Context: an optimization exercise on an open-source flow, tuned for small area, a short achievable clock period and few clock cycles per item. The choices shown serve that exercise and are no tape-out recipe.
At most, simulation tests tie the RTL to the original design; equivalence was not proved.

==> run X <==
==> flow/design.v (excerpt) <==
module gcd_multilane #(
    parameter int width_p = 32,
    parameter int els_p   = 4
) (
    input  logic                       clk_i,
    input  logic                       reset_i,
    input  logic [2*width_p-1:0]       data_i,
    input  logic                       v_i,
    output logic                       ready_o,
    output logic [width_p-1:0]         data_o,
    output logic                       v_o,
    input  logic                       yumi_i,
    output logic [$clog2(els_p+1)-1:0] count_o
);
==> module gcd_multilane, before the edit <==
module gcd_multilane #(
    parameter int width_p = 32,
    parameter int els_p   = 4
) (
    input  logic                       clk_i,
    input  logic                       reset_i,
    input  logic [2*width_p-1:0]       data_i,
    input  logic                       v_i,
    output logic                       ready_o,
    output logic [width_p-1:0]         data_o,
    output logic                       v_o,
    input  logic                       yumi_i,
    output logic [$clog2(els_p+1)-1:0] count_o
);
    localparam int sh_w   = $clog2(width_p);
    localparam int max_sh = 7;
    function automatic logic [width_p-1:0] below_of(input logic [width_p-1:0] x);
        logic [width_p-1:0] r;
        r = x << 1;
        for (int d = 1; d < width_p; d = d * 2) begin
            r = r | (r << d);
        end
        below_of = r;
    endfunction
    function automatic logic [sh_w-1:0] enc(input logic [width_p-1:0] oh);
        logic [sh_w-1:0] r;
        r = '0;
        for (int i = 0; i < width_p; i++) begin
            if (oh[i]) r = r | sh_w'(i);
        end
        enc = r;
    endfunction
    logic                busy_q;
    logic                first_q;    
    logic                nb_q;       
    logic [width_p-1:0]  a_q, b_q;
    logic [sh_w-1:0]     k_q;
    logic                accept, retire, done;
    assign done    = (a_q == b_q) || (a_q == '0) || (b_q == '0);
    assign ready_o = !reset_i && !busy_q;
    assign v_o     = busy_q && done;
    assign data_o  = a_q | b_q;
    assign count_o = {{($bits(count_o)-1){1'b0}}, busy_q};
    assign accept  = v_i && ready_o;
    assign retire  = yumi_i && v_o;
    logic [width_p:0]    diff;
    logic                neg;
    logic [width_p-1:0]  x, bx, y, by, fy, absd, a_step, b_step;
    logic [sh_w-1:0]     k_new, k_use, sh;
    logic                na_c, nb_c, sh_over, keep_a, take_b;
    always_comb begin
        diff    = {1'b0, a_q} - {1'b0, b_q};
        neg     = diff[width_p];
        x       = a_q ^ b_q;
        bx      = below_of(x);
        absd    = diff[width_p-1:0] ^ ({width_p{neg}} & bx);
        y       = a_q | b_q;
        by      = below_of(y);
        fy      = y & ~by;
        k_new   = enc(fy);
        na_c    = !(|(a_q & fy));
        nb_c    = !(|(b_q & fy));
        k_use   = first_q ? k_new : k_q;
        sh      = enc(x & ~bx) - k_use;
        sh_over = (sh > sh_w'(max_sh));
        if (sh_over) sh = sh_w'(max_sh);
        b_step  = absd >> sh;
        keep_a  = first_q ? nb_c : nb_q;
        take_b  = first_q && na_c;
        if (take_b)          a_step = b_q;
        else if (keep_a)     a_step = a_q;
        else if (neg)        a_step = a_q;
        else                 a_step = b_q;
    end
    always_ff @(posedge clk_i) begin
        if (reset_i) begin
            busy_q <= 1'b0;
        end else if (accept) begin
            busy_q <= 1'b1;
        end else if (retire) begin
            busy_q <= 1'b0;
        end
    end
    always_ff @(posedge clk_i) begin
        if (accept) begin
            a_q     <= data_i[width_p-1:0];
            b_q     <= data_i[2*width_p-1:width_p];
            first_q <= 1'b1;
            nb_q    <= 1'b0;
        end else begin
            a_q     <= a_step;
            b_q     <= b_step;
            first_q <= 1'b0;
            nb_q    <= sh_over;
        end
        if (first_q) begin
            k_q <= k_new;
        end
    end
endmodule
make LEC_CHECK=0 ABC_CLOCK_PERIOD_IN_PS=3800 CAP_MARGIN=20 CORE_MARGIN=2 CORE_UTILIZATION=40 SETUP_SLACK_MARGIN=4.2 SLEW_MARGIN=20 finish   # period 8.0 ns
run.sh (not shown) runs the stock make flow with config.mk's settings and CLKGATE_MAP_FILE= SYNTH_SCRIPT=/design/flow/synth_recipe.tcl, a recipe that flattens the netlist after the stock synthesis.
==> run R: changes against run X <==
==> flow/design.v (replaced) <==
module gcd_multilane #(
    parameter int width_p = 32,
    parameter int els_p   = 4
) (
    input  logic                       clk_i,
    input  logic                       reset_i,
    input  logic [2*width_p-1:0]       data_i,
    input  logic                       v_i,
    output logic                       ready_o,
    output logic [width_p-1:0]         data_o,
    output logic                       v_o,
    input  logic                       yumi_i,
    output logic [$clog2(els_p+1)-1:0] count_o
);
    localparam int sh_w   = $clog2(width_p);
    localparam int max_sh = 7;
    function automatic logic [sh_w:0] ctz(input logic [width_p-1:0] x);
        logic [width_p-1:0]           v;
        logic [width_p-1:0][sh_w-1:0] c;
        for (int i = 0; i < width_p; i++) begin
            v[i] = x[i];
            c[i] = '0;
        end
        for (int l = 0; l < sh_w; l++) begin
            for (int i = 0; i < (width_p >> (l + 1)); i++) begin
                c[i] = v[2*i] ? c[2*i] : (c[2*i+1] | sh_w'(1 << l));
                v[i] = v[2*i] | v[2*i+1];
            end
        end
        ctz = {!v[0], c[0]};
    endfunction
    logic                busy_q;
    logic                first_q;    
    logic                fin_q;      
    logic [width_p-1:0]  a_q, b_q;
    logic [sh_w-1:0]     k_q;        
    logic                accept, retire, eq, found, k_zero, shift_a;
    assign eq      = (a_q == b_q);
    assign found   = eq && (a_q[0] || (a_q == '0));
    assign k_zero  = (k_q == '0);
    assign shift_a = !k_zero && fin_q;
    assign ready_o = !reset_i && !busy_q;
    assign v_o     = busy_q && k_zero && fin_q;
    assign data_o  = a_q;
    assign count_o = {{($clog2(els_p+1)-1){1'b0}}, busy_q};
    assign accept  = v_i && ready_o;
    assign retire  = yumi_i && v_o;
    logic [width_p-1:0]  g, p, gg, pp, g2, p2;
    logic [width_p-1:0]  diff, below, flip, a_step, b_step;
    logic [width_p+max_sh-1:0] ext;
    logic                neg, z_ab, over;
    logic [sh_w-1:0]     k_new;
    logic [max_sh:0]     x_lo;
    logic [2:0]          sh;
    always_comb begin
        g  = a_q & ~b_q;
        p  = ~(a_q ^ b_q);
        gg = g;
        pp = p;
        gg[0] = g[0] | p[0];      
        for (int l = 1; l < width_p; l = l * 2) begin
            g2 = gg;
            p2 = pp;
            for (int i = 0; i < width_p; i++) begin
                if ((i / l) % 2 == 1) begin
                    g2[i] = gg[i] | (pp[i] & gg[(i / l) * l - 1]);
                    p2[i] = pp[i] & pp[(i / l) * l - 1];
                end
            end
            gg = g2;
            pp = p2;
        end
        diff[0]  = ~p[0];
        below[0] = 1'b0;
        for (int i = 1; i < width_p; i++) begin
            diff[i]  = p[i] ^ gg[i-1];
            below[i] = ~pp[i-1];
        end
        neg  = ~gg[width_p-1];
        x_lo   = ~p[max_sh:0];
        sh     = 3'(ctz({{(width_p-max_sh-1){1'b0}}, x_lo}));
        over   = (x_lo == '0);
        for (int i = 0; i < width_p; i++) begin
            flip[i] = (i != 0) && (!over || (i + max_sh >= width_p) ||
                                   below[(i + max_sh) % width_p]);
        end
        ext    = {{max_sh{neg}}, diff} >> sh;
        b_step = ext[width_p-1:0] ^ ({width_p{neg}} & flip);
        if (!a_q[0])         a_step = b_q;
        else if (!b_q[0])    a_step = a_q;
        else if (neg)        a_step = a_q;
        else                 a_step = b_q;
        {z_ab, k_new} = ctz(a_q | b_q);
    end
    always_ff @(posedge clk_i) begin
        if (reset_i) begin
            busy_q <= 1'b0;
        end else if (accept) begin
            busy_q <= 1'b1;
        end else if (retire) begin
            busy_q <= 1'b0;
        end
    end
    always_ff @(posedge clk_i) begin
        if (accept) begin
            a_q     <= data_i[width_p-1:0];
            b_q     <= data_i[2*width_p-1:width_p];
            first_q <= 1'b1;
            fin_q   <= 1'b0;
            k_q     <= '0;
        end else begin
            if (shift_a) begin
                a_q <= a_q << 1;
            end else if (!fin_q) begin
                a_q <= a_step;
            end
            b_q     <= b_step;
            first_q <= 1'b0;
            fin_q   <= fin_q || found;
            if (first_q && !found) begin
                k_q <= z_ab ? '0 : k_new;
            end else if (shift_a) begin
                k_q <= k_q - 1'b1;
            end
        end
    end
endmodule
==> flow/flow/run.sh (new file) <==
#!/bin/bash
# The standard layout, with each port buffered by sky130_fd_sc_hd__buf_1
# instead of the delay-buffer cell buffer_ports picks by default.
set -euo pipefail
export BUFFER_PORTS_ARGS="-buffer_cell sky130_fd_sc_hd__buf_1"
bash standard.sh finish > flow_make.log 2>&1
==> flow/standard.sh (new file) <==
#!/bin/bash
# synth_recipe.tcl (not shown) runs the flow's synth.tcl, then flattens the netlist and writes it again
# the make line also repeats each setting of config.mk as NAME=value (left out here)
make -C /OpenROAD-flow-scripts/flow DESIGN_CONFIG=/design/flow/config.mk WORK_HOME=/design/flow/orfs CLKGATE_MAP_FILE= SYNTH_SCRIPT=/design/flow/synth_recipe.tcl "${@:-finish}"
ABC_CLOCK_PERIOD_IN_PS = not set   (was 3800)
CORE_UTILIZATION = 60   (was 40)
CTS_BUF_LIST = sky130_fd_sc_hd__clkbuf_4 sky130_fd_sc_hd__clkbuf_8   (was not set)
SETUP_SLACK_MARGIN = 4.0   (was 4.2)
TNS_END_PERCENT = 5   (was not set)
removed: flow/run.sh
==> run B: changes against run X <==
==> flow/design.v (replaced) <==
module gcd_multilane #(
    parameter int width_p = 32,
    parameter int els_p   = 4
) (
    input  logic                       clk_i,
    input  logic                       reset_i,
    input  logic [2*width_p-1:0]       data_i,
    input  logic                       v_i,
    output logic                       ready_o,
    output logic [width_p-1:0]         data_o,
    output logic                       v_o,
    input  logic                       yumi_i,
    output logic [$clog2(els_p+1)-1:0] count_o
);
    localparam int sh_w   = $clog2(width_p);
    localparam int max_sh = 7;
    function automatic logic [sh_w-1:0] ctz(input logic [width_p-1:0] x);
        logic [width_p-1:0]           v;
        logic [width_p-1:0][sh_w-1:0] c;
        for (int i = 0; i < width_p; i++) begin
            v[i] = x[i];
            c[i] = '0;
        end
        for (int l = 0; l < sh_w; l++) begin
            for (int i = 0; i < (width_p >> (l + 1)); i++) begin
                c[i] = v[2*i] ? c[2*i] : (c[2*i+1] | sh_w'(1 << l));
                v[i] = v[2*i] | v[2*i+1];
            end
        end
        ctz = c[0];
    endfunction
    function automatic logic [sh_w-1:0] enc(input logic [width_p-1:0] oh);
        logic [sh_w-1:0] r;
        r = '0;
        for (int i = 0; i < width_p; i++) begin
            if (oh[i]) r = r | sh_w'(i);
        end
        enc = r;
    endfunction
    logic                busy_q;
    logic [width_p-1:0]  a_q, b_q;
    logic [sh_w-1:0]     k_q;
    logic                na_q;       
    logic                nb_q;       
    logic                accept, retire, done;
    assign done    = (a_q == b_q) || (a_q == '0) || (b_q == '0);
    assign ready_o = !reset_i && !busy_q;
    assign v_o     = busy_q && done;
    assign data_o  = a_q | b_q;
    assign count_o = {{($bits(count_o)-1){1'b0}}, busy_q};
    assign accept  = v_i && ready_o;
    assign retire  = yumi_i && v_o;
    logic [width_p-1:0]  op_a, op_b;
    logic [sh_w-1:0]     tz_a, tz_b;
    assign op_a = data_i[width_p-1:0];
    assign op_b = data_i[2*width_p-1:width_p];
    assign tz_a = ctz(op_a);
    assign tz_b = ctz(op_b);
    logic [width_p-1:0]  g, p, gg, pp, g2, p2;
    logic [width_p-1:0]  diff, below, absd, a_step, b_step;
    logic                neg;
    logic [sh_w-1:0]     tz_x;
    logic [2:0]          sh;
    logic                sh_over;
    always_comb begin
        g  = a_q & ~b_q;
        p  = ~(a_q ^ b_q);
        gg = g;
        pp = p;
        gg[0] = g[0] | p[0];      
        for (int l = 1; l < width_p; l = l * 2) begin
            g2 = gg;
            p2 = pp;
            for (int i = 0; i < width_p; i++) begin
                if ((i / l) % 2 == 1) begin
                    g2[i] = gg[i] | (pp[i] & gg[(i / l) * l - 1]);
                    p2[i] = pp[i] & pp[(i / l) * l - 1];
                end
            end
            gg = g2;
            pp = p2;
        end
        diff[0]  = ~p[0];
        below[0] = 1'b0;
        for (int i = 1; i < width_p; i++) begin
            diff[i]  = p[i] ^ gg[i-1];
            below[i] = ~pp[i-1];
        end
        neg  = ~gg[width_p-1];
        absd = diff ^ ({width_p{neg}} & below);
        tz_x    = enc(~p & ~below);
        sh_over = ({1'b0, tz_x} >= {1'b0, k_q} + 6'd8);
        sh      = sh_over ? 3'(max_sh) : (tz_x[2:0] - k_q[2:0]);
        b_step  = absd >> sh;
        if (na_q)            a_step = b_q;
        else if (nb_q)       a_step = a_q;
        else if (neg)        a_step = a_q;
        else                 a_step = b_q;
    end
    always_ff @(posedge clk_i) begin
        if (reset_i) begin
            busy_q <= 1'b0;
        end else if (accept) begin
            busy_q <= 1'b1;
        end else if (retire) begin
            busy_q <= 1'b0;
        end
    end
    always_ff @(posedge clk_i) begin
        if (accept) begin
            a_q  <= op_a;
            b_q  <= op_b;
            k_q  <= (tz_a < tz_b) ? tz_a : tz_b;
            na_q <= (tz_a > tz_b);
            nb_q <= (tz_b > tz_a);
        end else begin
            a_q  <= a_step;
            b_q  <= b_step;
            na_q <= 1'b0;
            nb_q <= sh_over;
        end
    end
endmodule
ABC_CLOCK_PERIOD_IN_PS = 4000   (was 3800)
CORE_UTILIZATION = 60   (was 40)
==> summary.txt <==
status - complete, no violations
nets - 1576
Crit path depth - 19
Post-DP HPWL - 33220 µm
Die Y - 154.7 µm
fmax - 199.7 MHz
row count - 55
# the run above: run X

==> summary.txt <==
Die Y - 119.2 µm
status - complete, no violations
Crit path depth - 15
Setup-failing EPs final - 0
row count - 42
setup ws final - 4050 ps
fmax - 253.2 MHz
Post-DP HPWL - 19090 µm
nets - 1285
# the run above: run R

==> summary.txt <==
GP Congestion - 1.086
Post-DP HPWL - 23060 µm
Die Y - 121.4 µm
status - stopped before the end
share of the synthesized area in the top cell type - 13.43%
Post-synth top cells - inv_1 (133), nor2_1 (123), nand2_1 (110)
row count - 42
Compound-Gate Fraction of Synth Area - 26.29%
last stage reached - global routing
Tool Error - [ERROR GRT-0232] Routing congestion too high. Check the congestion heatmap in the GUI.
# the run above: run B

Testbench counts of run R, summed over its fixed seeds: cycles 40,892, items 1,920.
No functional check of the RTL was part of run X and run B.

[port drivers added, routing unchanged]
In the flow no input, the clock included, has a driving cell. The finished layouts below were timed again as built, in two steps. Step 1 (the two cells are an assumption about what drives the block):
set clk [get_ports {clk_i}]
set_driving_cell -lib_cell sky130_fd_sc_hd__clkbuf_16 $clk
set_driving_cell -lib_cell sky130_fd_sc_hd__buf_2 [delete_from_list [all_inputs] $clk]
Step 2, shift: input delay + t, output delay - t, t = (earliest + latest rising clock arrival at the registers) / 2. This alone moves slack from input paths to output paths. Three values: ideal ports, drivers, drivers and shift; two values: the first two.
| run | t, ns | slack for setup (ns) | hold WS [ns] | cell pins on the clock port's net |
|---|---|---|---|---|
| run X | 0.378 | 2.991 / 2.991 / 2.991 | 0.526 / 0.526 / 0.526 | 1 |
| run R | 0.422 | 4.050 / 4.050 / 3.975 | 0.514 / 0.514 / 0.514 | 1 |
After both steps setup and hold are still met in every run listed. The setup slack of run R, which loses most, moves by 0.000 ns with the drivers and by -0.075 ns with both steps.
